Context: an optimization exercise on an open-source flow, tuned for small area, a short achievable clock period and few clock cycles. The choices shown serve that exercise and are no tape-out recipe. Function was checked by simulation only, so behaviour that the tests miss may differ from the original.

File: design/flow/config.mk
export PLATFORM = sky130hd
export DESIGN_NAME = par_loop_top
export DESIGN_NICKNAME = par_loop_top
export VERILOG_FILES = /design/flow/design.v
export SDC_FILE = /design/flow/constraint.sdc
export NUM_CORES = 4
export LEC_CHECK = 0
export CAP_MARGIN = 20
export CORE_MARGIN = 2
export CORE_UTILIZATION = 40
export PLACE_DENSITY = 0.6
export SETUP_SLACK_MARGIN = 5
export SLEW_MARGIN = 20
File: design/flow/flow/run.sh
#!/bin/bash
set -e
export BUFFER_PORTS_ARGS="-buffer_cell sky130_fd_sc_hd__buf_1"
sed 's/SETUP_SLACK_MARGIN=5 /SETUP_SLACK_MARGIN=6.7 /' standard.sh > standard_margin.sh
grep -q 'SETUP_SLACK_MARGIN=6.7 ' standard_margin.sh
bash standard_margin.sh > standard.log 2>&1
File: design/flow/standard.sh
#!/bin/bash
# synth_recipe.tcl (not shown) runs the flow's synth.tcl, then flattens the netlist and writes it again
# the make line also repeats each setting of config.mk as NAME=value (left out here)
make -C /OpenROAD-flow-scripts/flow DESIGN_CONFIG=/design/flow/config.mk WORK_HOME=/design/flow/orfs CLKGATE_MAP_FILE= SYNTH_SCRIPT=/design/flow/synth_recipe.tcl "${@:-finish}"
File: design/flow/constraint.sdc
create_clock -name core_clock -period 10.0 [get_ports {clk}]
set_input_delay 2.0000 -clock core_clock [delete_from_list [all_inputs] [get_ports {clk}]]
set_output_delay 2.0000 -clock core_clock [all_outputs]
set_load 0.01 [all_outputs]
File: design/flow/design.v
`default_nettype none
package par_pkg;
	localparam int CNT_WIDTH = 12;
	localparam int W = 32;
endpackage
`default_nettype wire
`timescale 1ns/1ps
`default_nettype none
module par_loop_top (
	input wire clk,
	input wire rst_n,
	input wire req,
	input wire signed [31:0] start,
	input wire signed [31:0] stride,
	input wire [11:0] count,
	output logic ack,
	output logic [31:0] result
);
	localparam int O_DD  = 0;
	localparam int O_L   = 1;
	localparam int O_M2  = 2;
	localparam int O_SL  = 3;
	localparam int O_M3  = 4;
	localparam int O_NSL = 5;
	localparam int O_M1  = 6;
	localparam int O_FIN = 7;     
	typedef enum logic [1:0] {IDLE, RUN, DONE} state_t;
	state_t state;
	logic [7:0] op;       
	logic [1:0] win;      
	logic [11:0] nx;
	logic [12:0] nm1r;    
	logic [31:0] a, b;
	assign result = a;
	logic [5:0] bneg, bone, btwo;
	logic [31:0] xr;
	logic ia, ifwd;                 
	logic wa, wb;
	logic [31:0] cs_s, cs_c;
	logic [31:0] xe, init1, init2;
	assign xe = xr;
	assign init1 = ({32{ia}} & a) | ({32{ifwd}} & cs_s);
	assign init2 = ({32{ifwd}} & cs_c);
	logic [5:0][31:0] pp;
	for (genvar i = 0; i < 6; i++) begin : g_pp
		logic [31:0] mag;
		assign mag = ({32{bone[i]}} & xe) | ({32{btwo[i]}} & (xe << 1));
		if (i == 0) begin : g_first
			assign pp[i] = mag ^ {32{bneg[i]}};
		end else begin : g_rest
			assign pp[i] = ((mag << (2 * i)) ^ ({32{bneg[i]}} << (2 * i))) | (32'(bneg[i - 1]) << (2 * i - 2));
		end
	end
	logic [31:0] sum0, sum1;
	logic t1, t2;
	logic t3, t4;
	logic t5, t6;
	logic t7, t8;
	logic t9, t10;
	logic t11, t12;
	logic t13, t14;
	logic t15, t16;
	logic t17, t18;
	logic t19, t20;
	logic t21, t22;
	logic t23, t24;
	logic t25, t26;
	logic t27, t28;
	logic t29, t30;
	logic t31, t32;
	logic t33, t34;
	logic t35, t36;
	logic t37, t38;
	logic t39, t40;
	logic t41, t42;
	logic t43, t44;
	logic t45, t46;
	logic t47, t48;
	logic t49, t50;
	logic t51, t52;
	logic t53, t54;
	logic t55, t56;
	logic t57, t58;
	logic t59, t60;
	logic t61, t62;
	logic t63, t64;
	logic t65, t66;
	logic t67, t68;
	logic t69, t70;
	logic t71, t72;
	logic t73, t74;
	logic t75, t76;
	logic t77, t78;
	logic t79, t80;
	logic t81, t82;
	logic t83, t84;
	logic t85, t86;
	logic t87, t88;
	logic t89, t90;
	logic t91, t92;
	logic t93, t94;
	logic t95, t96;
	logic t97, t98;
	logic t99, t100;
	logic t101, t102;
	logic t103, t104;
	logic t105, t106;
	logic t107, t108;
	logic t109, t110;
	logic t111, t112;
	logic t113, t114;
	logic t115, t116;
	logic t117, t118;
	logic t119, t120;
	logic t121, t122;
	logic t123, t124;
	logic t125, t126;
	logic t127, t128;
	logic t129, t130;
	logic t131, t132;
	logic t133, t134;
	logic t135, t136;
	logic t137, t138;
	logic t139;
	logic t140;
	logic t141;
	logic t142, t143;
	logic t144, t145;
	logic t146, t147;
	logic t148, t149;
	logic t150, t151;
	logic t152, t153;
	logic t154, t155;
	logic t156, t157;
	logic t158, t159;
	logic t160, t161;
	logic t162, t163;
	logic t164, t165;
	logic t166, t167;
	logic t168, t169;
	logic t170, t171;
	logic t172, t173;
	logic t174, t175;
	logic t176, t177;
	logic t178, t179;
	logic t180, t181;
	logic t182, t183;
	logic t184, t185;
	logic t186, t187;
	logic t188, t189;
	logic t190, t191;
	logic t192, t193;
	logic t194, t195;
	logic t196, t197;
	logic t198, t199;
	logic t200, t201;
	logic t202, t203;
	logic t204, t205;
	logic t206, t207;
	logic t208, t209;
	logic t210, t211;
	logic t212, t213;
	logic t214, t215;
	logic t216, t217;
	logic t218, t219;
	logic t220, t221;
	logic t222, t223;
	logic t224, t225;
	logic t226, t227;
	logic t228, t229;
	logic t230, t231;
	logic t232, t233;
	logic t234, t235;
	logic t236, t237;
	logic t238, t239;
	logic t240, t241;
	logic t242, t243;
	logic t244, t245;
	logic t246, t247;
	logic t248, t249;
	logic t250, t251;
	logic t252, t253;
	logic t254;
	logic t255;
	logic t256, t257;
	logic t258, t259;
	logic t260, t261;
	logic t262, t263;
	logic t264, t265;
	logic t266, t267;
	logic t268, t269;
	logic t270, t271;
	logic t272, t273;
	logic t274, t275;
	logic t276, t277;
	logic t278, t279;
	logic t280, t281;
	logic t282, t283;
	logic t284, t285;
	logic t286, t287;
	logic t288, t289;
	logic t290, t291;
	logic t292, t293;
	logic t294, t295;
	logic t296, t297;
	logic t298, t299;
	logic t300, t301;
	logic t302, t303;
	logic t304, t305;
	logic t306, t307;
	logic t308, t309;
	logic t310, t311;
	logic t312, t313;
	logic t314, t315;
	logic t316, t317;
	logic t318;
	logic t319, t320;
	logic t321, t322;
	logic t323, t324;
	logic t325, t326;
	logic t327, t328;
	logic t329, t330;
	logic t331, t332;
	logic t333, t334;
	logic t335, t336;
	logic t337, t338;
	logic t339, t340;
	logic t341, t342;
	logic t343, t344;
	logic t345, t346;
	logic t347, t348;
	logic t349, t350;
	logic t351, t352;
	logic t353, t354;
	logic t355, t356;
	logic t357, t358;
	logic t359, t360;
	logic t361, t362;
	logic t363, t364;
	logic t365, t366;
	logic t367, t368;
	logic t369, t370;
	logic t371, t372;
	logic t373, t374;
	logic t375, t376;
	logic t377, t378;
	logic t379, t380;
	logic t381;
	assign t1 = pp[4][6] ^ init1[6];
	assign t2 = pp[4][6] & init1[6];
	assign t3 = init1[7] ^ init2[7];
	assign t4 = init1[7] & init2[7];
	assign t5 = pp[5][8] ^ init1[8] ^ init2[8];
	assign t6 = (pp[5][8] & init1[8]) | (pp[5][8] & init2[8]) | (init1[8] & init2[8]);
	assign t7 = pp[0][8] ^ pp[1][8];
	assign t8 = pp[0][8] & pp[1][8];
	assign t9 = init1[9] ^ init2[9] ^ pp[0][9];
	assign t10 = (init1[9] & init2[9]) | (init1[9] & pp[0][9]) | (init2[9] & pp[0][9]);
	assign t11 = pp[1][9] ^ pp[2][9];
	assign t12 = pp[1][9] & pp[2][9];
	assign t13 = bneg[5] ^ init1[10] ^ init2[10];
	assign t14 = (bneg[5] & init1[10]) | (bneg[5] & init2[10]) | (init1[10] & init2[10]);
	assign t15 = pp[0][10] ^ pp[1][10] ^ pp[2][10];
	assign t16 = (pp[0][10] & pp[1][10]) | (pp[0][10] & pp[2][10]) | (pp[1][10] & pp[2][10]);
	assign t17 = pp[3][10] ^ pp[4][10];
	assign t18 = pp[3][10] & pp[4][10];
	assign t19 = init1[11] ^ init2[11] ^ pp[0][11];
	assign t20 = (init1[11] & init2[11]) | (init1[11] & pp[0][11]) | (init2[11] & pp[0][11]);
	assign t21 = pp[1][11] ^ pp[2][11] ^ pp[3][11];
	assign t22 = (pp[1][11] & pp[2][11]) | (pp[1][11] & pp[3][11]) | (pp[2][11] & pp[3][11]);
	assign t23 = pp[4][11] ^ pp[5][11];
	assign t24 = pp[4][11] & pp[5][11];
	assign t25 = init1[12] ^ init2[12] ^ pp[0][12];
	assign t26 = (init1[12] & init2[12]) | (init1[12] & pp[0][12]) | (init2[12] & pp[0][12]);
	assign t27 = pp[1][12] ^ pp[2][12] ^ pp[3][12];
	assign t28 = (pp[1][12] & pp[2][12]) | (pp[1][12] & pp[3][12]) | (pp[2][12] & pp[3][12]);
	assign t29 = pp[4][12] ^ pp[5][12];
	assign t30 = pp[4][12] & pp[5][12];
	assign t31 = init1[13] ^ init2[13] ^ pp[0][13];
	assign t32 = (init1[13] & init2[13]) | (init1[13] & pp[0][13]) | (init2[13] & pp[0][13]);
	assign t33 = pp[1][13] ^ pp[2][13] ^ pp[3][13];
	assign t34 = (pp[1][13] & pp[2][13]) | (pp[1][13] & pp[3][13]) | (pp[2][13] & pp[3][13]);
	assign t35 = pp[4][13] ^ pp[5][13];
	assign t36 = pp[4][13] & pp[5][13];
	assign t37 = init1[14] ^ init2[14] ^ pp[0][14];
	assign t38 = (init1[14] & init2[14]) | (init1[14] & pp[0][14]) | (init2[14] & pp[0][14]);
	assign t39 = pp[1][14] ^ pp[2][14] ^ pp[3][14];
	assign t40 = (pp[1][14] & pp[2][14]) | (pp[1][14] & pp[3][14]) | (pp[2][14] & pp[3][14]);
	assign t41 = pp[4][14] ^ pp[5][14];
	assign t42 = pp[4][14] & pp[5][14];
	assign t43 = init1[15] ^ init2[15] ^ pp[0][15];
	assign t44 = (init1[15] & init2[15]) | (init1[15] & pp[0][15]) | (init2[15] & pp[0][15]);
	assign t45 = pp[1][15] ^ pp[2][15] ^ pp[3][15];
	assign t46 = (pp[1][15] & pp[2][15]) | (pp[1][15] & pp[3][15]) | (pp[2][15] & pp[3][15]);
	assign t47 = pp[4][15] ^ pp[5][15];
	assign t48 = pp[4][15] & pp[5][15];
	assign t49 = init1[16] ^ init2[16] ^ pp[0][16];
	assign t50 = (init1[16] & init2[16]) | (init1[16] & pp[0][16]) | (init2[16] & pp[0][16]);
	assign t51 = pp[1][16] ^ pp[2][16] ^ pp[3][16];
	assign t52 = (pp[1][16] & pp[2][16]) | (pp[1][16] & pp[3][16]) | (pp[2][16] & pp[3][16]);
	assign t53 = pp[4][16] ^ pp[5][16];
	assign t54 = pp[4][16] & pp[5][16];
	assign t55 = init1[17] ^ init2[17] ^ pp[0][17];
	assign t56 = (init1[17] & init2[17]) | (init1[17] & pp[0][17]) | (init2[17] & pp[0][17]);
	assign t57 = pp[1][17] ^ pp[2][17] ^ pp[3][17];
	assign t58 = (pp[1][17] & pp[2][17]) | (pp[1][17] & pp[3][17]) | (pp[2][17] & pp[3][17]);
	assign t59 = pp[4][17] ^ pp[5][17];
	assign t60 = pp[4][17] & pp[5][17];
	assign t61 = init1[18] ^ init2[18] ^ pp[0][18];
	assign t62 = (init1[18] & init2[18]) | (init1[18] & pp[0][18]) | (init2[18] & pp[0][18]);
	assign t63 = pp[1][18] ^ pp[2][18] ^ pp[3][18];
	assign t64 = (pp[1][18] & pp[2][18]) | (pp[1][18] & pp[3][18]) | (pp[2][18] & pp[3][18]);
	assign t65 = pp[4][18] ^ pp[5][18];
	assign t66 = pp[4][18] & pp[5][18];
	assign t67 = init1[19] ^ init2[19] ^ pp[0][19];
	assign t68 = (init1[19] & init2[19]) | (init1[19] & pp[0][19]) | (init2[19] & pp[0][19]);
	assign t69 = pp[1][19] ^ pp[2][19] ^ pp[3][19];
	assign t70 = (pp[1][19] & pp[2][19]) | (pp[1][19] & pp[3][19]) | (pp[2][19] & pp[3][19]);
	assign t71 = pp[4][19] ^ pp[5][19];
	assign t72 = pp[4][19] & pp[5][19];
	assign t73 = init1[20] ^ init2[20] ^ pp[0][20];
	assign t74 = (init1[20] & init2[20]) | (init1[20] & pp[0][20]) | (init2[20] & pp[0][20]);
	assign t75 = pp[1][20] ^ pp[2][20] ^ pp[3][20];
	assign t76 = (pp[1][20] & pp[2][20]) | (pp[1][20] & pp[3][20]) | (pp[2][20] & pp[3][20]);
	assign t77 = pp[4][20] ^ pp[5][20];
	assign t78 = pp[4][20] & pp[5][20];
	assign t79 = init1[21] ^ init2[21] ^ pp[0][21];
	assign t80 = (init1[21] & init2[21]) | (init1[21] & pp[0][21]) | (init2[21] & pp[0][21]);
	assign t81 = pp[1][21] ^ pp[2][21] ^ pp[3][21];
	assign t82 = (pp[1][21] & pp[2][21]) | (pp[1][21] & pp[3][21]) | (pp[2][21] & pp[3][21]);
	assign t83 = pp[4][21] ^ pp[5][21];
	assign t84 = pp[4][21] & pp[5][21];
	assign t85 = init1[22] ^ init2[22] ^ pp[0][22];
	assign t86 = (init1[22] & init2[22]) | (init1[22] & pp[0][22]) | (init2[22] & pp[0][22]);
	assign t87 = pp[1][22] ^ pp[2][22] ^ pp[3][22];
	assign t88 = (pp[1][22] & pp[2][22]) | (pp[1][22] & pp[3][22]) | (pp[2][22] & pp[3][22]);
	assign t89 = pp[4][22] ^ pp[5][22];
	assign t90 = pp[4][22] & pp[5][22];
	assign t91 = init1[23] ^ init2[23] ^ pp[0][23];
	assign t92 = (init1[23] & init2[23]) | (init1[23] & pp[0][23]) | (init2[23] & pp[0][23]);
	assign t93 = pp[1][23] ^ pp[2][23] ^ pp[3][23];
	assign t94 = (pp[1][23] & pp[2][23]) | (pp[1][23] & pp[3][23]) | (pp[2][23] & pp[3][23]);
	assign t95 = pp[4][23] ^ pp[5][23];
	assign t96 = pp[4][23] & pp[5][23];
	assign t97 = init1[24] ^ init2[24] ^ pp[0][24];
	assign t98 = (init1[24] & init2[24]) | (init1[24] & pp[0][24]) | (init2[24] & pp[0][24]);
	assign t99 = pp[1][24] ^ pp[2][24] ^ pp[3][24];
	assign t100 = (pp[1][24] & pp[2][24]) | (pp[1][24] & pp[3][24]) | (pp[2][24] & pp[3][24]);
	assign t101 = pp[4][24] ^ pp[5][24];
	assign t102 = pp[4][24] & pp[5][24];
	assign t103 = init1[25] ^ init2[25] ^ pp[0][25];
	assign t104 = (init1[25] & init2[25]) | (init1[25] & pp[0][25]) | (init2[25] & pp[0][25]);
	assign t105 = pp[1][25] ^ pp[2][25] ^ pp[3][25];
	assign t106 = (pp[1][25] & pp[2][25]) | (pp[1][25] & pp[3][25]) | (pp[2][25] & pp[3][25]);
	assign t107 = pp[4][25] ^ pp[5][25];
	assign t108 = pp[4][25] & pp[5][25];
	assign t109 = init1[26] ^ init2[26] ^ pp[0][26];
	assign t110 = (init1[26] & init2[26]) | (init1[26] & pp[0][26]) | (init2[26] & pp[0][26]);
	assign t111 = pp[1][26] ^ pp[2][26] ^ pp[3][26];
	assign t112 = (pp[1][26] & pp[2][26]) | (pp[1][26] & pp[3][26]) | (pp[2][26] & pp[3][26]);
	assign t113 = pp[4][26] ^ pp[5][26];
	assign t114 = pp[4][26] & pp[5][26];
	assign t115 = init1[27] ^ init2[27] ^ pp[0][27];
	assign t116 = (init1[27] & init2[27]) | (init1[27] & pp[0][27]) | (init2[27] & pp[0][27]);
	assign t117 = pp[1][27] ^ pp[2][27] ^ pp[3][27];
	assign t118 = (pp[1][27] & pp[2][27]) | (pp[1][27] & pp[3][27]) | (pp[2][27] & pp[3][27]);
	assign t119 = pp[4][27] ^ pp[5][27];
	assign t120 = pp[4][27] & pp[5][27];
	assign t121 = init1[28] ^ init2[28] ^ pp[0][28];
	assign t122 = (init1[28] & init2[28]) | (init1[28] & pp[0][28]) | (init2[28] & pp[0][28]);
	assign t123 = pp[1][28] ^ pp[2][28] ^ pp[3][28];
	assign t124 = (pp[1][28] & pp[2][28]) | (pp[1][28] & pp[3][28]) | (pp[2][28] & pp[3][28]);
	assign t125 = pp[4][28] ^ pp[5][28];
	assign t126 = pp[4][28] & pp[5][28];
	assign t127 = init1[29] ^ init2[29] ^ pp[0][29];
	assign t128 = (init1[29] & init2[29]) | (init1[29] & pp[0][29]) | (init2[29] & pp[0][29]);
	assign t129 = pp[1][29] ^ pp[2][29] ^ pp[3][29];
	assign t130 = (pp[1][29] & pp[2][29]) | (pp[1][29] & pp[3][29]) | (pp[2][29] & pp[3][29]);
	assign t131 = pp[4][29] ^ pp[5][29];
	assign t132 = pp[4][29] & pp[5][29];
	assign t133 = init1[30] ^ init2[30] ^ pp[0][30];
	assign t134 = (init1[30] & init2[30]) | (init1[30] & pp[0][30]) | (init2[30] & pp[0][30]);
	assign t135 = pp[1][30] ^ pp[2][30] ^ pp[3][30];
	assign t136 = (pp[1][30] & pp[2][30]) | (pp[1][30] & pp[3][30]) | (pp[2][30] & pp[3][30]);
	assign t137 = pp[4][30] ^ pp[5][30];
	assign t138 = pp[4][30] & pp[5][30];
	assign t139 = init1[31] ^ init2[31] ^ pp[0][31];
	assign t140 = pp[1][31] ^ pp[2][31] ^ pp[3][31];
	assign t141 = pp[4][31] ^ pp[5][31];
	assign t142 = pp[2][2] ^ init1[2];
	assign t143 = pp[2][2] & init1[2];
	assign t144 = init1[3] ^ init2[3];
	assign t145 = init1[3] & init2[3];
	assign t146 = pp[3][4] ^ init1[4] ^ init2[4];
	assign t147 = (pp[3][4] & init1[4]) | (pp[3][4] & init2[4]) | (init1[4] & init2[4]);
	assign t148 = pp[0][4] ^ pp[1][4];
	assign t149 = pp[0][4] & pp[1][4];
	assign t150 = init1[5] ^ init2[5] ^ pp[0][5];
	assign t151 = (init1[5] & init2[5]) | (init1[5] & pp[0][5]) | (init2[5] & pp[0][5]);
	assign t152 = pp[1][5] ^ pp[2][5];
	assign t153 = pp[1][5] & pp[2][5];
	assign t154 = init2[6] ^ pp[0][6] ^ pp[1][6];
	assign t155 = (init2[6] & pp[0][6]) | (init2[6] & pp[1][6]) | (pp[0][6] & pp[1][6]);
	assign t156 = pp[2][6] ^ pp[3][6] ^ t1;
	assign t157 = (pp[2][6] & pp[3][6]) | (pp[2][6] & t1) | (pp[3][6] & t1);
	assign t158 = pp[0][7] ^ pp[1][7] ^ pp[2][7];
	assign t159 = (pp[0][7] & pp[1][7]) | (pp[0][7] & pp[2][7]) | (pp[1][7] & pp[2][7]);
	assign t160 = pp[3][7] ^ t2 ^ t3;
	assign t161 = (pp[3][7] & t2) | (pp[3][7] & t3) | (t2 & t3);
	assign t162 = pp[2][8] ^ pp[3][8] ^ pp[4][8];
	assign t163 = (pp[2][8] & pp[3][8]) | (pp[2][8] & pp[4][8]) | (pp[3][8] & pp[4][8]);
	assign t164 = t4 ^ t5 ^ t7;
	assign t165 = (t4 & t5) | (t4 & t7) | (t5 & t7);
	assign t166 = pp[3][9] ^ pp[4][9] ^ t6;
	assign t167 = (pp[3][9] & pp[4][9]) | (pp[3][9] & t6) | (pp[4][9] & t6);
	assign t168 = t8 ^ t11 ^ t9;
	assign t169 = (t8 & t11) | (t8 & t9) | (t11 & t9);
	assign t170 = pp[5][10] ^ t12 ^ t13;
	assign t171 = (pp[5][10] & t12) | (pp[5][10] & t13) | (t12 & t13);
	assign t172 = t17 ^ t10 ^ t15;
	assign t173 = (t17 & t10) | (t17 & t15) | (t10 & t15);
	assign t174 = t14 ^ t18 ^ t23;
	assign t175 = (t14 & t18) | (t14 & t23) | (t18 & t23);
	assign t176 = t16 ^ t19 ^ t21;
	assign t177 = (t16 & t19) | (t16 & t21) | (t19 & t21);
	assign t178 = t24 ^ t29 ^ t20;
	assign t179 = (t24 & t29) | (t24 & t20) | (t29 & t20);
	assign t180 = t22 ^ t25 ^ t27;
	assign t181 = (t22 & t25) | (t22 & t27) | (t25 & t27);
	assign t182 = t30 ^ t35 ^ t26;
	assign t183 = (t30 & t35) | (t30 & t26) | (t35 & t26);
	assign t184 = t28 ^ t31 ^ t33;
	assign t185 = (t28 & t31) | (t28 & t33) | (t31 & t33);
	assign t186 = t36 ^ t41 ^ t32;
	assign t187 = (t36 & t41) | (t36 & t32) | (t41 & t32);
	assign t188 = t34 ^ t37 ^ t39;
	assign t189 = (t34 & t37) | (t34 & t39) | (t37 & t39);
	assign t190 = t42 ^ t47 ^ t38;
	assign t191 = (t42 & t47) | (t42 & t38) | (t47 & t38);
	assign t192 = t40 ^ t43 ^ t45;
	assign t193 = (t40 & t43) | (t40 & t45) | (t43 & t45);
	assign t194 = t48 ^ t53 ^ t44;
	assign t195 = (t48 & t53) | (t48 & t44) | (t53 & t44);
	assign t196 = t46 ^ t49 ^ t51;
	assign t197 = (t46 & t49) | (t46 & t51) | (t49 & t51);
	assign t198 = t54 ^ t59 ^ t50;
	assign t199 = (t54 & t59) | (t54 & t50) | (t59 & t50);
	assign t200 = t52 ^ t55 ^ t57;
	assign t201 = (t52 & t55) | (t52 & t57) | (t55 & t57);
	assign t202 = t60 ^ t65 ^ t56;
	assign t203 = (t60 & t65) | (t60 & t56) | (t65 & t56);
	assign t204 = t58 ^ t61 ^ t63;
	assign t205 = (t58 & t61) | (t58 & t63) | (t61 & t63);
	assign t206 = t66 ^ t71 ^ t62;
	assign t207 = (t66 & t71) | (t66 & t62) | (t71 & t62);
	assign t208 = t64 ^ t67 ^ t69;
	assign t209 = (t64 & t67) | (t64 & t69) | (t67 & t69);
	assign t210 = t72 ^ t77 ^ t68;
	assign t211 = (t72 & t77) | (t72 & t68) | (t77 & t68);
	assign t212 = t70 ^ t73 ^ t75;
	assign t213 = (t70 & t73) | (t70 & t75) | (t73 & t75);
	assign t214 = t78 ^ t83 ^ t74;
	assign t215 = (t78 & t83) | (t78 & t74) | (t83 & t74);
	assign t216 = t76 ^ t79 ^ t81;
	assign t217 = (t76 & t79) | (t76 & t81) | (t79 & t81);
	assign t218 = t84 ^ t89 ^ t80;
	assign t219 = (t84 & t89) | (t84 & t80) | (t89 & t80);
	assign t220 = t82 ^ t85 ^ t87;
	assign t221 = (t82 & t85) | (t82 & t87) | (t85 & t87);
	assign t222 = t90 ^ t95 ^ t86;
	assign t223 = (t90 & t95) | (t90 & t86) | (t95 & t86);
	assign t224 = t88 ^ t91 ^ t93;
	assign t225 = (t88 & t91) | (t88 & t93) | (t91 & t93);
	assign t226 = t96 ^ t101 ^ t92;
	assign t227 = (t96 & t101) | (t96 & t92) | (t101 & t92);
	assign t228 = t94 ^ t97 ^ t99;
	assign t229 = (t94 & t97) | (t94 & t99) | (t97 & t99);
	assign t230 = t102 ^ t107 ^ t100;
	assign t231 = (t102 & t107) | (t102 & t100) | (t107 & t100);
	assign t232 = t98 ^ t103 ^ t105;
	assign t233 = (t98 & t103) | (t98 & t105) | (t103 & t105);
	assign t234 = t108 ^ t113 ^ t104;
	assign t235 = (t108 & t113) | (t108 & t104) | (t113 & t104);
	assign t236 = t106 ^ t109 ^ t111;
	assign t237 = (t106 & t109) | (t106 & t111) | (t109 & t111);
	assign t238 = t114 ^ t119 ^ t110;
	assign t239 = (t114 & t119) | (t114 & t110) | (t119 & t110);
	assign t240 = t112 ^ t115 ^ t117;
	assign t241 = (t112 & t115) | (t112 & t117) | (t115 & t117);
	assign t242 = t120 ^ t125 ^ t116;
	assign t243 = (t120 & t125) | (t120 & t116) | (t125 & t116);
	assign t244 = t118 ^ t121 ^ t123;
	assign t245 = (t118 & t121) | (t118 & t123) | (t121 & t123);
	assign t246 = t126 ^ t131 ^ t122;
	assign t247 = (t126 & t131) | (t126 & t122) | (t131 & t122);
	assign t248 = t124 ^ t127 ^ t129;
	assign t249 = (t124 & t127) | (t124 & t129) | (t127 & t129);
	assign t250 = t132 ^ t137 ^ t128;
	assign t251 = (t132 & t137) | (t132 & t128) | (t137 & t128);
	assign t252 = t130 ^ t133 ^ t135;
	assign t253 = (t130 & t133) | (t130 & t135) | (t133 & t135);
	assign t254 = t138 ^ t141 ^ t139;
	assign t255 = t140 ^ t134 ^ t136;
	assign t256 = pp[1][0] ^ init1[0];
	assign t257 = pp[1][0] & init1[0];
	assign t258 = init1[1] ^ init2[1];
	assign t259 = init1[1] & init2[1];
	assign t260 = init2[2] ^ pp[0][2] ^ pp[1][2];
	assign t261 = (init2[2] & pp[0][2]) | (init2[2] & pp[1][2]) | (pp[0][2] & pp[1][2]);
	assign t262 = pp[0][3] ^ pp[1][3] ^ t143;
	assign t263 = (pp[0][3] & pp[1][3]) | (pp[0][3] & t143) | (pp[1][3] & t143);
	assign t264 = pp[2][4] ^ t145 ^ t146;
	assign t265 = (pp[2][4] & t145) | (pp[2][4] & t146) | (t145 & t146);
	assign t266 = t147 ^ t149 ^ t152;
	assign t267 = (t147 & t149) | (t147 & t152) | (t149 & t152);
	assign t268 = t153 ^ t151 ^ t154;
	assign t269 = (t153 & t151) | (t153 & t154) | (t151 & t154);
	assign t270 = t155 ^ t157 ^ t158;
	assign t271 = (t155 & t157) | (t155 & t158) | (t157 & t158);
	assign t272 = t159 ^ t161 ^ t162;
	assign t273 = (t159 & t161) | (t159 & t162) | (t161 & t162);
	assign t274 = t163 ^ t166 ^ t165;
	assign t275 = (t163 & t166) | (t163 & t165) | (t166 & t165);
	assign t276 = t167 ^ t170 ^ t169;
	assign t277 = (t167 & t170) | (t167 & t169) | (t170 & t169);
	assign t278 = t171 ^ t174 ^ t173;
	assign t279 = (t171 & t174) | (t171 & t173) | (t174 & t173);
	assign t280 = t175 ^ t177 ^ t178;
	assign t281 = (t175 & t177) | (t175 & t178) | (t177 & t178);
	assign t282 = t179 ^ t181 ^ t182;
	assign t283 = (t179 & t181) | (t179 & t182) | (t181 & t182);
	assign t284 = t183 ^ t185 ^ t186;
	assign t285 = (t183 & t185) | (t183 & t186) | (t185 & t186);
	assign t286 = t187 ^ t189 ^ t190;
	assign t287 = (t187 & t189) | (t187 & t190) | (t189 & t190);
	assign t288 = t191 ^ t193 ^ t194;
	assign t289 = (t191 & t193) | (t191 & t194) | (t193 & t194);
	assign t290 = t195 ^ t197 ^ t198;
	assign t291 = (t195 & t197) | (t195 & t198) | (t197 & t198);
	assign t292 = t199 ^ t201 ^ t202;
	assign t293 = (t199 & t201) | (t199 & t202) | (t201 & t202);
	assign t294 = t203 ^ t205 ^ t206;
	assign t295 = (t203 & t205) | (t203 & t206) | (t205 & t206);
	assign t296 = t207 ^ t209 ^ t210;
	assign t297 = (t207 & t209) | (t207 & t210) | (t209 & t210);
	assign t298 = t211 ^ t213 ^ t214;
	assign t299 = (t211 & t213) | (t211 & t214) | (t213 & t214);
	assign t300 = t215 ^ t217 ^ t218;
	assign t301 = (t215 & t217) | (t215 & t218) | (t217 & t218);
	assign t302 = t219 ^ t221 ^ t222;
	assign t303 = (t219 & t221) | (t219 & t222) | (t221 & t222);
	assign t304 = t223 ^ t225 ^ t226;
	assign t305 = (t223 & t225) | (t223 & t226) | (t225 & t226);
	assign t306 = t227 ^ t229 ^ t230;
	assign t307 = (t227 & t229) | (t227 & t230) | (t229 & t230);
	assign t308 = t231 ^ t233 ^ t234;
	assign t309 = (t231 & t233) | (t231 & t234) | (t233 & t234);
	assign t310 = t235 ^ t237 ^ t238;
	assign t311 = (t235 & t237) | (t235 & t238) | (t237 & t238);
	assign t312 = t239 ^ t241 ^ t242;
	assign t313 = (t239 & t241) | (t239 & t242) | (t241 & t242);
	assign t314 = t243 ^ t245 ^ t246;
	assign t315 = (t243 & t245) | (t243 & t246) | (t245 & t246);
	assign t316 = t247 ^ t249 ^ t250;
	assign t317 = (t247 & t249) | (t247 & t250) | (t249 & t250);
	assign t318 = t254 ^ t255 ^ t251;
	assign t319 = init2[0] ^ pp[0][0];
	assign t320 = init2[0] & pp[0][0];
	assign t321 = pp[0][1] ^ t257 ^ t258;
	assign t322 = (pp[0][1] & t257) | (pp[0][1] & t258) | (t257 & t258);
	assign t323 = t259 ^ t142 ^ t260;
	assign t324 = (t259 & t142) | (t259 & t260) | (t142 & t260);
	assign t325 = t144 ^ t261 ^ t262;
	assign t326 = (t144 & t261) | (t144 & t262) | (t261 & t262);
	assign t327 = t148 ^ t263 ^ t264;
	assign t328 = (t148 & t263) | (t148 & t264) | (t263 & t264);
	assign t329 = t150 ^ t265 ^ t266;
	assign t330 = (t150 & t265) | (t150 & t266) | (t265 & t266);
	assign t331 = t156 ^ t267 ^ t268;
	assign t332 = (t156 & t267) | (t156 & t268) | (t267 & t268);
	assign t333 = t160 ^ t269 ^ t270;
	assign t334 = (t160 & t269) | (t160 & t270) | (t269 & t270);
	assign t335 = t164 ^ t271 ^ t272;
	assign t336 = (t164 & t271) | (t164 & t272) | (t271 & t272);
	assign t337 = t273 ^ t168 ^ t274;
	assign t338 = (t273 & t168) | (t273 & t274) | (t168 & t274);
	assign t339 = t172 ^ t275 ^ t276;
	assign t340 = (t172 & t275) | (t172 & t276) | (t275 & t276);
	assign t341 = t176 ^ t277 ^ t278;
	assign t342 = (t176 & t277) | (t176 & t278) | (t277 & t278);
	assign t343 = t180 ^ t279 ^ t280;
	assign t344 = (t180 & t279) | (t180 & t280) | (t279 & t280);
	assign t345 = t184 ^ t281 ^ t282;
	assign t346 = (t184 & t281) | (t184 & t282) | (t281 & t282);
	assign t347 = t188 ^ t283 ^ t284;
	assign t348 = (t188 & t283) | (t188 & t284) | (t283 & t284);
	assign t349 = t192 ^ t285 ^ t286;
	assign t350 = (t192 & t285) | (t192 & t286) | (t285 & t286);
	assign t351 = t196 ^ t287 ^ t288;
	assign t352 = (t196 & t287) | (t196 & t288) | (t287 & t288);
	assign t353 = t200 ^ t289 ^ t290;
	assign t354 = (t200 & t289) | (t200 & t290) | (t289 & t290);
	assign t355 = t204 ^ t291 ^ t292;
	assign t356 = (t204 & t291) | (t204 & t292) | (t291 & t292);
	assign t357 = t208 ^ t293 ^ t294;
	assign t358 = (t208 & t293) | (t208 & t294) | (t293 & t294);
	assign t359 = t212 ^ t295 ^ t296;
	assign t360 = (t212 & t295) | (t212 & t296) | (t295 & t296);
	assign t361 = t216 ^ t297 ^ t298;
	assign t362 = (t216 & t297) | (t216 & t298) | (t297 & t298);
	assign t363 = t220 ^ t299 ^ t300;
	assign t364 = (t220 & t299) | (t220 & t300) | (t299 & t300);
	assign t365 = t224 ^ t301 ^ t302;
	assign t366 = (t224 & t301) | (t224 & t302) | (t301 & t302);
	assign t367 = t228 ^ t303 ^ t304;
	assign t368 = (t228 & t303) | (t228 & t304) | (t303 & t304);
	assign t369 = t232 ^ t305 ^ t306;
	assign t370 = (t232 & t305) | (t232 & t306) | (t305 & t306);
	assign t371 = t236 ^ t307 ^ t308;
	assign t372 = (t236 & t307) | (t236 & t308) | (t307 & t308);
	assign t373 = t240 ^ t309 ^ t310;
	assign t374 = (t240 & t309) | (t240 & t310) | (t309 & t310);
	assign t375 = t244 ^ t311 ^ t312;
	assign t376 = (t244 & t311) | (t244 & t312) | (t311 & t312);
	assign t377 = t248 ^ t313 ^ t314;
	assign t378 = (t248 & t313) | (t248 & t314) | (t313 & t314);
	assign t379 = t252 ^ t315 ^ t316;
	assign t380 = (t252 & t315) | (t252 & t316) | (t315 & t316);
	assign t381 = t253 ^ t318 ^ t317;
	assign sum0 = {t381, t379, t377, t375, t373, t371, t369, t367, t365, t363, t361, t359, t357, t355, t353, t351, t349, t347, t345, t343, t341, t339, t337, t335, t333, t331, t329, t327, t325, t323, t321, t256};
	assign sum1 = {t380, t378, t376, t374, t372, t370, t368, t366, t364, t362, t360, t358, t356, t354, t352, t350, t348, t346, t344, t342, t340, t338, t336, t334, t332, t330, t328, t326, t324, t322, t320, t319};
	logic [31:0] f;
	assign f = cs_s + cs_c;
	function automatic logic [2:0] add3(input logic [2:0] x, input logic [2:0] y);
		add3[0] = (x[0] & y[0]) | (x[1] & y[2]) | (x[2] & y[1]);
		add3[1] = (x[0] & y[1]) | (x[1] & y[0]) | (x[2] & y[2]);
		add3[2] = (x[0] & y[2]) | (x[1] & y[1]) | (x[2] & y[0]);
	endfunction
	logic [5:0][2:0] dg;
	logic [2:0] m3h;
	logic [1:0] m3r;
	for (genvar k = 0; k < 6; k++) begin : g_dig
		assign dg[k] = {nx[2 * k +: 2] == 2'd2, nx[2 * k +: 2] == 2'd1, nx[2 * k] == nx[2 * k + 1]};
	end
	assign m3h = add3(add3(add3(dg[0], dg[1]), add3(dg[2], dg[3])), add3(dg[4], dg[5]));
	logic [11:0] q3r;
	logic [5:0] q3hr;
	logic [1:0] r6r;
	logic [12:0][1:0] rr;
	logic [11:0] q3;
	assign rr[12] = 2'd0;
	for (genvar i = 11; i >= 0; i--) begin : g_div3
		logic [1:0] rin;
		assign rin = (i == 5) ? r6r : rr[i + 1];
		assign q3[i] = rin[1] | (rin[0] & nx[i]);
		assign rr[i][1] = (rin == 2'd1 && !nx[i]) || (rin == 2'd2 && nx[i]);
		assign rr[i][0] = (rin == 2'd0 && nx[i]) || (rin == 2'd2 && !nx[i]);
	end
	logic [12:0] fm1, fm2, fm3;
	always_comb begin
		logic [12:0] f1, f2, f3;
		f1 = nx[0] ? {1'b0, nx} : {2'b0, nx[11:1]};             
		f2 = nx[0] ? {2'b0, nx[11:1]} : {1'b0, nm1r[11:0]};     
		f3 = {nm1r[11:0], 1'b1};                                
		if (m3r == 2'd0) begin
			fm2 = f2;
			fm3 = f3;
			fm1 = nx[0] ? {1'b0, q3r} : {2'b0, q3r[11:1]};
		end else if (m3r == 2'd1) begin
			fm2 = f1;
			fm3 = f3;
			fm1 = nx[0] ? {2'b0, q3r[11:1]} : {1'b0, q3r};
		end else begin
			fm2 = f1;
			fm3 = f2;
			fm1 = {q3r, 1'b1};
		end
	end
	logic [12:0] fl;
	assign fl = nm1r;
	logic d_w1r, d_w2r, s_w1r, s_w2r, l_w1r, m2_w1r, m3_w1r, n_w1r, m1_w1r;
	logic more;
	always_comb begin
		logic [7:0] w1, w2;
		w1 = {1'b0, m1_w1r, n_w1r, m3_w1r, s_w1r, m2_w1r, l_w1r, d_w1r};
		w2 = {4'b0, s_w2r, 2'b0, d_w2r};
		more = ((win == 2'd0) && |(op & w1)) || ((win == 2'd1) && |(op & w2));
	end
	logic [7:0] nop;
	logic [1:0] nwin;
	assign nop = more ? op : {op[7] | op[6], op[5:0], 1'b0};
	assign nwin = more ? win + 2'd1 : 2'd0;
	logic [6:0][31:0] yval;
	assign yval[O_DD] = stride;
	assign yval[O_L] = {{19{fl[12]}}, fl};
	assign yval[O_M2] = {19'b0, fm2};
	assign yval[O_SL] = start;
	assign yval[O_M3] = {19'b0, fm3};
	assign yval[O_NSL] = {20'b0, nx};
	assign yval[O_M1] = {19'b0, fm1};
	logic [11:0] yw;
	logic ym1;
	always_comb begin
		logic [11:0] y0, ym;
		logic ym1m;
		y0 = '0;
		ym = '0;
		ym1m = 1'b0;
		for (int i = 0; i < 7; i++) begin
			if (i > 0) y0 = y0 | ({12{op[i - 1]}} & yval[i][11:0]);
			ym = ym | ({12{op[i] && win == 2'd0}} & yval[i][23:12]) | ({12{op[i] && win != 2'd0}} & {{4{yval[i][31]}}, yval[i][31:24]});
			ym1m = ym1m | (op[i] && win == 2'd0 && yval[i][11]) | (op[i] && win != 2'd0 && yval[i][23]);
		end
		yw = more ? ym : y0;
		ym1 = more & ym1m;
		if (state != RUN) begin
			yw = stride[11:0];
			ym1 = 1'b0;
		end
	end
	logic [31:0] xearly, xnext;
	logic use_f;
	always_comb begin
		if (state != RUN || (!more && op[O_DD])) xearly = stride;
		else if (more) xearly = xr << 12;
		else if (op[O_M2] | op[O_M3]) xearly = a;
		else xearly = b;
		use_f = (state == RUN) && !more && (((op[O_M2] | op[O_M3]) && wa) || ((op[O_L] | op[O_SL] | op[O_NSL]) && wb));
		xnext = use_f ? f : xearly;
	end
	logic [5:0] eneg, eone, etwo;
	always_comb begin
		logic [12:0] yy;
		yy = {yw, ym1};
		for (int i = 0; i < 6; i++) begin
			eneg[i] = yy[2 * i + 2];
			eone[i] = yy[2 * i + 1] ^ yy[2 * i];
			etwo[i] = (yy[2 * i + 2] & !yy[2 * i + 1] & !yy[2 * i]) | (!yy[2 * i + 2] & yy[2 * i + 1] & yy[2 * i]);
		end
	end
	logic [7:0] cop;
	logic [1:0] cwin;
	assign cop = (state == RUN) ? nop : 8'b1;
	assign cwin = (state == RUN) ? nwin : 2'd0;
	always_ff @(posedge clk) begin
		nx <= count;
		d_w1r <= !((stride[31:11] == '0) || (stride[31:11] == '1));
		d_w2r <= !((stride[31:23] == '0) || (stride[31:23] == '1));
		s_w1r <= !((start[31:11] == '0) || (start[31:11] == '1));
		s_w2r <= !((start[31:23] == '0) || (start[31:23] == '1));
		nm1r <= {1'b0, count} - 13'd1;
		q3hr <= q3[11:6];
		r6r <= rr[6];
		q3r <= {q3hr, q3[5:0]};
		m3r <= {m3h[2], m3h[1]};
		l_w1r <= (fl[12:11] == 2'b01) || (fl[12:11] == 2'b10);
		m2_w1r <= fm2[12] | fm2[11];
		m3_w1r <= fm3[12] | fm3[11];
		n_w1r <= nx[11];
		m1_w1r <= fm1[12] | fm1[11];
		bneg <= eneg;
		bone <= eone;
		btwo <= etwo;
		xr <= xnext;
		ia <= cop[O_L] && (cwin == 2'd0);
		ifwd <= (cwin != 2'd0) || cop[O_M1];
		cs_s <= sum0;
		cs_c <= sum1;
	end
	always_ff @(posedge clk or negedge rst_n) begin
		if (!rst_n) begin
			wa <= 1'b0;
			wb <= 1'b0;
		end else begin
			wa <= (state == RUN) && !more && (op[O_L] || op[O_SL] || op[O_M1]);
			wb <= (state == RUN) && !more && (op[O_DD] || op[O_M2] || op[O_M3]);
		end
	end
	always_ff @(posedge clk) begin
		if (state == IDLE) a <= start;
		else if (wa) a <= f;
		if (wb) b <= f;
	end
	always_ff @(posedge clk or negedge rst_n) begin
		if (!rst_n) begin
			state <= IDLE;
			op <= 8'b1;
			win <= 2'd0;
			ack <= 1'b0;
		end else begin
			case (state)
				IDLE: begin
					op <= 8'b1;
					win <= 2'd0;
					if (req) state <= RUN;
				end
				RUN: begin
					op <= nop;
					win <= nwin;
					if (op[O_FIN]) begin
						state <= DONE;
						ack <= 1'b1;
					end
				end
				DONE: begin
					if (!req) begin
						state <= IDLE;
						ack <= 1'b0;
					end
				end
				default: begin
					state <= IDLE;
					ack <= 1'b0;
				end
			endcase
		end
	end
endmodule
`default_nettype wire
==> flow_results.xml, run 1 <==
<?xml version="1.0" encoding="UTF-8"?>
<metrics>
  <group name="worst_setup_path">
    <metric name="cpMaxStageDelayCell" unit="">sky130_fd_sc_hd__edfxtp_1</metric>
    <metric name="number_of_cells_on_the_worst_reg_to_reg_path" unit="">11</metric>
    <metric name="critical_path.reg2reg.startpoint" unit="">bone[0]$_DFF_P_</metric>
    <metric name="worst_setup_path_start_kind" unit="">flip-flop</metric>
    <metric name="worstPathMaxFanout" unit="">3</metric>
    <metric name="crit_path_start" unit="">a[23]$_DFFE_PP_</metric>
    <metric name="timing.rr.end" unit="">cs_s[31]$_DFF_P_</metric>
    <metric name="timing.critical_path.max_delay_family" unit="">flip-flops</metric>
    <metric name="end_kind" unit="">output port</metric>
    <metric name="cpPeakStageDelay" unit="ps">580</metric>
    <metric name="cp_num_cells" unit="">1</metric>
    <metric name="crit_chain" unit="">buf_1</metric>
    <metric name="crit_arrival" unit="ps">1360</metric>
    <metric name="worst-r2r-setup-slack" unit="ps">6710</metric>
    <metric name="worst_ep_required_time" unit="ps">8000</metric>
    <metric name="cp_num_buf_inv" unit="">1</metric>
    <metric name="critPathKind" unit="">reg -&gt; out</metric>
  </group>
  <group name="cts">
    <metric name="tritoncts_num_sinks" unit="">249</metric>
    <metric name="cts_tree" unit="">built</metric>
    <metric name="clock_tree.htree_level_count" unit="">1</metric>
    <metric name="clock_insertion_delay_at_the_later_pin_of_the_skew_report" unit="ps">600</metric>
    <metric name="cts_hold_repair_buffers" unit="">0</metric>
    <metric name="tritoncts.num_buffers" unit="">29</metric>
    <metric name="clock-root-buffer" unit="">sky130_fd_sc_hd__clkbuf_16</metric>
    <metric name="clock_tree.buffer_depth" unit="">3</metric>
    <metric name="clk_transition_reported_paths" unit="ps">60</metric>
  </group>
  <group name="synthesis">
    <metric name="synth_cells" unit="">2195</metric>
    <metric name="synth_largest_type_area_fraction" unit="%">17.0</metric>
    <metric name="synth_fp_nets" unit="">2511</metric>
    <metric name="synth_area_leaders" unit="">sky130_fd_sc_hd__dfxtp_1 17%, sky130_fd_sc_hd__fa_1 16%, sky130_fd_sc_hd__edfxtp_1 9.6%</metric>
    <metric name="synth_cell_type_count" unit="">84</metric>
    <metric name="avgSynthCellArea" unit="um^2">9.14</metric>
    <metric name="part_of_the_yosys_area_used_for_sequential_elements" unit="%">28.4</metric>
    <metric name="post-synth-top-area-cell" unit="">sky130_fd_sc_hd__dfxtp_1</metric>
    <metric name="synth_enable_flop_cells" unit="">64</metric>
    <metric name="synth.cell_area" unit="mm^2">0.0201</metric>
    <metric name="synth-main-ff-cell" unit="">sky130_fd_sc_hd__dfxtp_1</metric>
    <metric name="synth-warning-count" unit="">1</metric>
    <metric name="synth-async-reset-ratio" unit="%">6.02</metric>
    <metric name="synth.ff_latch_count" unit="">249</metric>
  </group>
  <group name="worst_hold_path">
    <metric name="timing.hold.worst.start" unit="">q3hr[4]$_DFF_P_</metric>
    <metric name="hold_path_depth" unit="">0</metric>
    <metric name="holdCritPathClass" unit="">reg -&gt; reg</metric>
    <metric name="hold_ep" unit="">q3r[10]$_DFF_P_</metric>
  </group>
  <group name="flow_run">
    <metric name="max_cap_violations" unit="">0</metric>
  </group>
  <group name="timing">
    <metric name="tightestPinTransition" unit="ps">973</metric>
    <metric name="final_critical_path_setup_slack" unit="ps">6640</metric>
    <metric name="clock_skew" unit="ps">23.4</metric>
    <metric name="finalSetupViolCount" unit="">0</metric>
    <metric name="report.final.slew_viol_count" unit="">0</metric>
    <metric name="rsz_0062_raised_after_global_routing" unit="">true</metric>
    <metric name="fin_tns_setup" unit="ps">0</metric>
    <metric name="post-route-min-period" unit="ps">3360</metric>
    <metric name="fmaxAchievable" unit="MHz">298</metric>
    <metric name="layout_worst_path_cycle_share" unit="%">33.6</metric>
    <metric name="timing.slew.headroom" unit="%">35.2</metric>
    <metric name="report.final.hold_viol_count" unit="">0</metric>
  </group>
  <group name="die">
    <metric name="chipHeight" unit="um">228</metric>
    <metric name="chipWidth" unit="um">228</metric>
    <metric name="initial_utilization" unit="%">40.2</metric>
    <metric name="pin_count" unit="">112</metric>
    <metric name="dieArea" unit="mm^2">0.0520</metric>
    <metric name="rows" unit="">82</metric>
    <metric name="core-area" unit="mm^2">0.0499</metric>
  </group>
  <group name="placed_design">
    <metric name="placed_instance_area" unit="mm^2">0.0209</metric>
    <metric name="dp_hpwl" unit="mm">50.4</metric>
    <metric name="post_place_setup_slack" unit="ps">6210</metric>
    <metric name="io_buffer_count" unit="">111</metric>
    <metric name="place_congestion" unit="">0.927</metric>
  </group>
  <group name="routing">
    <metric name="vias_per_cell" unit="">5.94</metric>
    <metric name="ant_nets" unit="">0</metric>
    <metric name="drt_first_iter_violations" unit="">2070</metric>
    <metric name="drt-wirelength-per-cell" unit="um">23.7</metric>
    <metric name="route.vias.total" unit="">17277</metric>
    <metric name="drt-total-wl" unit="mm">69.0</metric>
    <metric name="detailedRoute.firstPassIterationCount" unit="">8</metric>
    <metric name="drc" unit="">0</metric>
  </group>
  <group name="global_routing">
    <metric name="grt_overflow_total" unit="">0</metric>
    <metric name="first_pass_grt_wire_length" unit="mm">106</metric>
    <metric name="groute.usage.overall" unit="%">26.2</metric>
    <metric name="first_global_vias" unit="">17361</metric>
    <metric name="antenna_found_initial" unit="">0</metric>
    <metric name="grt_start_max_net_pins" unit="">65</metric>
  </group>
  <group name="layout">
    <metric name="synthToLayoutAreaGrowth" unit="%">10.6</metric>
    <metric name="post_route_cells_drive_above_1_share" unit="%">8.50</metric>
    <metric name="antenna_cells_inserted" unit="">0</metric>
    <metric name="final_instance_area" unit="mm^2">0.0222</metric>
    <metric name="final.fill_count" unit="">4859</metric>
    <metric name="net_count_of_the_finished_layout" unit="">2529</metric>
  </group>
  <group name="status">
    <metric name="run_status" unit="">timing/DRC/antenna clean</metric>
  </group>
</metrics>
cells in the mapped netlist (all sizes together), types with 26 or more instances:
cell type  count
a211oi        31
dfxtp        170
a222oi        28
a22oi        196
nand3         26
fa           156
xnor2        160
edfxtp        64
mux2i         33
nand2        197
xor2          64
inv          233
a21oi        110
o21ai         86
clkbuf        98
buf           66
ha            81
nor2         107
layout by cell type, fill, tap and decap left out, drive strengths merged, types with 8 or more instances in the layout:
| cell | n |
|---|---|
| a211oi | 31 |
| a21boi | 10 |
| a21o | 14 |
| a21oi | 110 |
| a221oi | 13 |
| a222oi | 28 |
| a22o | 18 |
| a22oi | 196 |
| a31oi | 8 |
| and2 | 17 |
| buf | 147 |
| clkbuf | 43 |
| clkinv | 10 |
| dfrtp | 14 |
| dfxtp | 170 |
| edfxtp | 64 |
| fa | 156 |
| ha | 81 |
| inv | 235 |
| mux2 | 16 |
| mux2i | 33 |
| nand2 | 197 |
| nand2b | 11 |
| nand3 | 26 |
| nand4 | 24 |
| nor2 | 107 |
| nor2b | 14 |
| nor3 | 22 |
| nor4 | 10 |
| o21ai | 86 |
| xnor2 | 160 |
| xor2 | 64 |
repair_timing:
action / in CTS / in global routing
setup buffers: 11 / 7
gates resized for setup: 38 / 50
pin swaps: 0 / 5
endpoints found under the setup margin: 97 / 83
routing by layer:
metal  vias to the layer above  wire length [um]  global-route usage [%]
met2                       956             30400                    40.3
met5                         -                 0                       0
li1                       7661                 -                       -
met1                      8513             29500                    36.6
met3                       147              6720                    5.00
met4                         0              2430                    9.33
worst register-to-register path: cells and delay by family (launching register included):
kind | cells | cell delay [ps]
flops | 1 | 310
compound gates | 1 | 220
xor+xnor | 6 | 1080
fa+ha+maj | 3 | 1340
buf+inv | 1 | 260
flip-flops by register name, summed over array words and instances, names as in the netlist, 5 cells and up:
signal,count
a,32
b,32
cs_c,32
cs_s,32
xr,32
nm1r,13
nx,12
q3r,11
op,8
bneg,6
bone,6
btwo,6
q3hr,5
final cells by class:
| cell class | instances | area [um^2] | share of cell area [%] |
|---|---|---|---|
| Multi-Input combinational cell | 1549 | 12900 | 58.3 |
| Clock inverter | 14 | 146 | 0.660 |
| Timing Repair Buffer | 151 | 788 | 3.55 |
| Clock buffer | 39 | 803 | 3.62 |
| Tap cell | 672 | 841 | 3.79 |
| Inverter | 233 | 875 | 3.94 |
| Sequential cell | 249 | 5790 | 26.1 |
metrics by stage:
| step | hold slack (ps) | utilization (%) | std cells |
|---|---|---|---|
| after floorplan | 310 | - | 2195 |
| after global placement | 311 | 41.8 | 2836 |
| after detailed placement | 312 | 41.8 | 2836 |
| after CTS | 327 | 44.1 | 2900 |
| after global routing | 343 | 44.5 | 2907 |
| final | 325 | 44.5 | 2907 |
worst max-delay path by stage:
stage | to | slack [ps]
final | result[23] | 6640
after CTS | cs_s[31]$_DFF_P_ | 6620
after detailed placement | cs_s[31]$_DFF_P_ | 6210
after global routing | cs_s[31]$_DFF_P_ | 6540
after floorplan | d_w1r$_DFF_P_ | 6640
after global placement | cs_s[31]$_DFF_P_ | 6260
kinds of logic after synthesis:
| kind of cell | Yosys count | share of synthesized area (%) |
|---|---|---|
| multiplexers | 49 | 2.55 |
| flip-flops | 249 | 28.4 |
| AND/OR/NAND/NOR | 459 | 10.5 |
| adder cells (fa/ha/maj) | 237 | 20.6 |
| AO/OA/AOI/OAI | 580 | 20.5 |
| buffers and inverters | 397 | 7.65 |
| XOR/XNOR | 224 | 9.82 |
Testbench counts, summed over its fixed seeds: cycles 3,364.
==> inputs of run 2 (changes only) <==
--- a/design/flow/config.mk
+++ b/design/flow/config.mk
@@ -9,4 +9,5 @@
 export CORE_MARGIN = 2
 export CORE_UTILIZATION = 40
+export CTS_BUF_LIST = sky130_fd_sc_hd__clkbuf_8
 export PLACE_DENSITY = 0.6
 export SETUP_SLACK_MARGIN = 5
==> flow_results.xml, run 2 <==
<?xml version="1.0" encoding="UTF-8"?>
<metrics>
  <group name="worst_setup_path">
    <metric name="critical_path.reg2reg.startpoint" unit="">xr[25]$_DFF_P_</metric>
    <metric name="cpPeakStageDelay" unit="ps">570</metric>
    <metric name="crit_arrival" unit="ps">1390</metric>
    <metric name="cp_num_buf_inv" unit="">1</metric>
    <metric name="cpMaxStageDelayCell" unit="">sky130_fd_sc_hd__edfxtp_1</metric>
    <metric name="critPathKind" unit="">reg -&gt; out</metric>
    <metric name="worst-r2r-setup-slack" unit="ps">6660</metric>
    <metric name="cp_num_cells" unit="">1</metric>
    <metric name="end_kind" unit="">output port</metric>
    <metric name="number_of_cells_on_the_worst_reg_to_reg_path" unit="">10</metric>
    <metric name="crit_chain" unit="">clkbuf_2</metric>
    <metric name="worst_setup_path_start_kind" unit="">flip-flop</metric>
    <metric name="worst_ep_required_time" unit="ps">8000</metric>
    <metric name="timing.rr.end" unit="">cs_s[31]$_DFF_P_</metric>
    <metric name="worstPathMaxFanout" unit="">2</metric>
    <metric name="timing.critical_path.max_delay_family" unit="">flip-flops</metric>
  </group>
  <group name="timing">
    <metric name="report.final.slew_viol_count" unit="">0</metric>
    <metric name="fmaxAchievable" unit="MHz">295</metric>
    <metric name="fin_tns_setup" unit="ps">0</metric>
    <metric name="tightestPinTransition" unit="ps">986</metric>
    <metric name="post-route-min-period" unit="ps">3390</metric>
    <metric name="clock_skew" unit="ps">59.9</metric>
    <metric name="timing.slew.headroom" unit="%">34.3</metric>
    <metric name="rsz_0062_raised_after_global_routing" unit="">true</metric>
    <metric name="report.final.hold_viol_count" unit="">0</metric>
    <metric name="finalSetupViolCount" unit="">0</metric>
    <metric name="final_critical_path_setup_slack" unit="ps">6610</metric>
    <metric name="layout_worst_path_cycle_share" unit="%">33.9</metric>
  </group>
  <group name="worst_hold_path">
    <metric name="hold_ep" unit="">q3r[9]$_DFF_P_</metric>
    <metric name="hold_path_depth" unit="">0</metric>
    <metric name="holdCritPathClass" unit="">reg -&gt; reg</metric>
    <metric name="timing.hold.worst.start" unit="">q3hr[3]$_DFF_P_</metric>
  </group>
  <group name="cts">
    <metric name="clock_insertion_delay_at_the_later_pin_of_the_skew_report" unit="ps">660</metric>
    <metric name="clk_transition_reported_paths" unit="ps">70</metric>
    <metric name="tritoncts.num_buffers" unit="">46</metric>
    <metric name="clock-root-buffer" unit="">sky130_fd_sc_hd__clkbuf_8</metric>
    <metric name="tritoncts_num_sinks" unit="">249</metric>
    <metric name="cts_hold_repair_buffers" unit="">0</metric>
    <metric name="clock_tree.buffer_depth" unit="">3</metric>
    <metric name="clock_tree.htree_level_count" unit="">2</metric>
    <metric name="cts_tree" unit="">built</metric>
  </group>
  <group name="routing">
    <metric name="drc" unit="">0</metric>
    <metric name="drt-total-wl" unit="mm">70.1</metric>
    <metric name="detailedRoute.firstPassIterationCount" unit="">8</metric>
    <metric name="ant_nets" unit="">0</metric>
    <metric name="route.vias.total" unit="">17473</metric>
    <metric name="drt_first_iter_violations" unit="">1935</metric>
    <metric name="drt-wirelength-per-cell" unit="um">23.8</metric>
    <metric name="vias_per_cell" unit="">5.93</metric>
  </group>
  <group name="global_routing">
    <metric name="grt_most_used_layer" unit="">met2</metric>
    <metric name="first_pass_grt_wire_length" unit="mm">107</metric>
    <metric name="gr_met3_demand_resource" unit="%">6.28</metric>
    <metric name="first_global_vias" unit="">17626</metric>
    <metric name="grt_overflow_total" unit="">0</metric>
    <metric name="grt_start_max_net_pins" unit="">65</metric>
    <metric name="groute.usage.overall" unit="%">26.6</metric>
    <metric name="grt_use_met2" unit="%">40.7</metric>
    <metric name="antenna_found_initial" unit="">2</metric>
    <metric name="use_met1" unit="%">36.7</metric>
  </group>
  <group name="layout">
    <metric name="final_common_cell" unit="">sky130_fd_sc_hd__inv_1</metric>
    <metric name="post_layout_nonfiller_instances" unit="">2949</metric>
    <metric name="post_route_cells_drive_above_1_share" unit="%">9.45</metric>
    <metric name="final_instance_area" unit="mm^2">0.0222</metric>
    <metric name="synthToLayoutAreaGrowth" unit="%">10.6</metric>
    <metric name="net_count_of_the_finished_layout" unit="">2558</metric>
    <metric name="final_cell_mix" unit="">246 x sky130_fd_sc_hd__inv_1, 195 x sky130_fd_sc_hd__nand2_1, 195 x sky130_fd_sc_hd__a22oi_1</metric>
  </group>
  <group name="placed_design">
    <metric name="io_buffer_count" unit="">111</metric>
    <metric name="dpl.cell_count" unit="">2836</metric>
    <metric name="dp_hpwl" unit="mm">50.4</metric>
    <metric name="post_place_setup_slack" unit="ps">6210</metric>
    <metric name="place_congestion" unit="">0.927</metric>
    <metric name="placed_instance_area" unit="mm^2">0.0209</metric>
  </group>
  <group name="synthesis">
    <metric name="synth.cell_area" unit="mm^2">0.0201</metric>
    <metric name="part_of_the_yosys_area_used_for_sequential_elements" unit="%">28.4</metric>
    <metric name="synth_largest_type_area_fraction" unit="%">17.0</metric>
    <metric name="synth_area_leaders" unit="">sky130_fd_sc_hd__dfxtp_1 17%, sky130_fd_sc_hd__fa_1 16%, sky130_fd_sc_hd__edfxtp_1 9.6%</metric>
    <metric name="avgSynthCellArea" unit="um^2">9.14</metric>
    <metric name="synth_cell_type_count" unit="">84</metric>
    <metric name="synth_fp_nets" unit="">2511</metric>
    <metric name="yosysMostFrequentCell" unit="">sky130_fd_sc_hd__inv_1</metric>
    <metric name="synth-warning-count" unit="">1</metric>
    <metric name="synth-async-reset-ratio" unit="%">6.02</metric>
    <metric name="synth-main-ff-cell" unit="">sky130_fd_sc_hd__dfxtp_1</metric>
    <metric name="synth_common_cells" unit="">231 x sky130_fd_sc_hd__inv_1, 195 x sky130_fd_sc_hd__a22oi_1, 195 x sky130_fd_sc_hd__nand2_1</metric>
    <metric name="synth.ff_latch_count" unit="">249</metric>
    <metric name="synth_enable_flop_cells" unit="">64</metric>
    <metric name="post-synth-top-area-cell" unit="">sky130_fd_sc_hd__dfxtp_1</metric>
    <metric name="synth_cells" unit="">2195</metric>
  </group>
  <group name="die">
    <metric name="pin_count" unit="">112</metric>
    <metric name="initial_utilization" unit="%">40.2</metric>
    <metric name="chipHeight" unit="um">228</metric>
    <metric name="core-area" unit="mm^2">0.0499</metric>
    <metric name="rows" unit="">82</metric>
    <metric name="dieArea" unit="mm^2">0.0520</metric>
    <metric name="chipWidth" unit="um">228</metric>
  </group>
  <group name="flow_run">
    <metric name="max_cap_violations" unit="">0</metric>
  </group>
  <group name="status">
    <metric name="run_status" unit="">timing/DRC/antenna clean</metric>
  </group>
</metrics>
[run 2: final cells by class]
type | count | area [um^2]
antenna | 1 | 2.50
clock buffer | 55 | 757
clock inverter | 27 | 133
fill | 4893 | 27700
inverter | 233 | 875
multi-input combinational | 1549 | 12900
sequential | 249 | 5780
tap | 672 | 841
timing repair buffer | 163 | 888
[run 2: routing by layer]
metal | up-vias | part of all wire, %
li1 | 7726 | -
met4 | 0 | 3.3
met1 | 8666 | 43
met5 | - | 0
met3 | 157 | 10
met2 | 924 | 44
[run 2: worst max path at each step]
stage	end	from
after floorplan	d_w1r$_DFF_P_	stride[27]
after global placement	cs_s[31]$_DFF_P_	btwo[2]$_DFF_P_
after detailed placement	cs_s[31]$_DFF_P_	btwo[2]$_DFF_P_
after CTS	result[29]	a[29]$_DFFE_PP_
after global routing	cs_s[31]$_DFF_P_	btwo[0]$_DFF_P_
final	result[26]	a[26]$_DFFE_PP_
[run 2: metrics by stage]
step | utilization, % | hold WS (ps)
4_1_cts | 44.2 | 325
3_5_place_dp | 41.8 | 312
5_1_grt | 44.5 | 335
3_3_place_gp | 41.8 | 311
2_1_floorplan | - | 310
6_report | 44.5 | 323
[run 2: repair_timing]
item | in CTS | in global routing
resized for setup | 42 | 37
hold endpoints to repair | 0 | 0
setup endpoints to repair | 112 | 94
buffers inserted | 26 | 4
pin swaps | 0 | 2
[run 2: cells by family after synthesis]
kind of cell               Yosys count  synth area share [%]
DFF                                249                  28.4
muxes                               49                  2.55
adders and majority gates          237                  20.6
xor gates and xnor gates           224                  9.82
buffers and inverters              397                  7.65
and+or+nand+nor                    459                  10.5
AOI/OAI and AO/OA                  580                  20.5

[what the ideal ports hide]
How much do the figures lean on ideal ports? The routed layouts below were timed once more, with nothing changed but the port constraints. Step 1 sets driving cells, clkbuf_16 on the clock port and buf_2 on the other inputs (assumed; they add their load-dependent delay and slew). Step 2, shift: input delay + t, output delay - t, t = (earliest + latest rising clock arrival at the registers) / 2. This alone moves slack from input paths to output paths. Slacks: ideal ports / drivers / drivers and shift; pairs: ideal ports / drivers.
run | t, ns | slack for setup (ns) | hold slack, ns | slew at the worst register clock pin (ns) | pins driven straight from the clock port
run 1 | 0.639 | 6.642 / 6.587 / 6.211 | 0.325 / 0.325 / 0.325 | 0.07 / 0.07 | 1
run 2 | 0.692 | 6.606 / 6.549 / 6.202 | 0.323 / 0.323 / 0.323 | 0.07 / 0.07 | 1
After both steps every run listed still meets setup and hold. For run 1, which loses most, drivers alone change the setup slack by -0.055 ns; drivers and shift together by -0.431 ns.
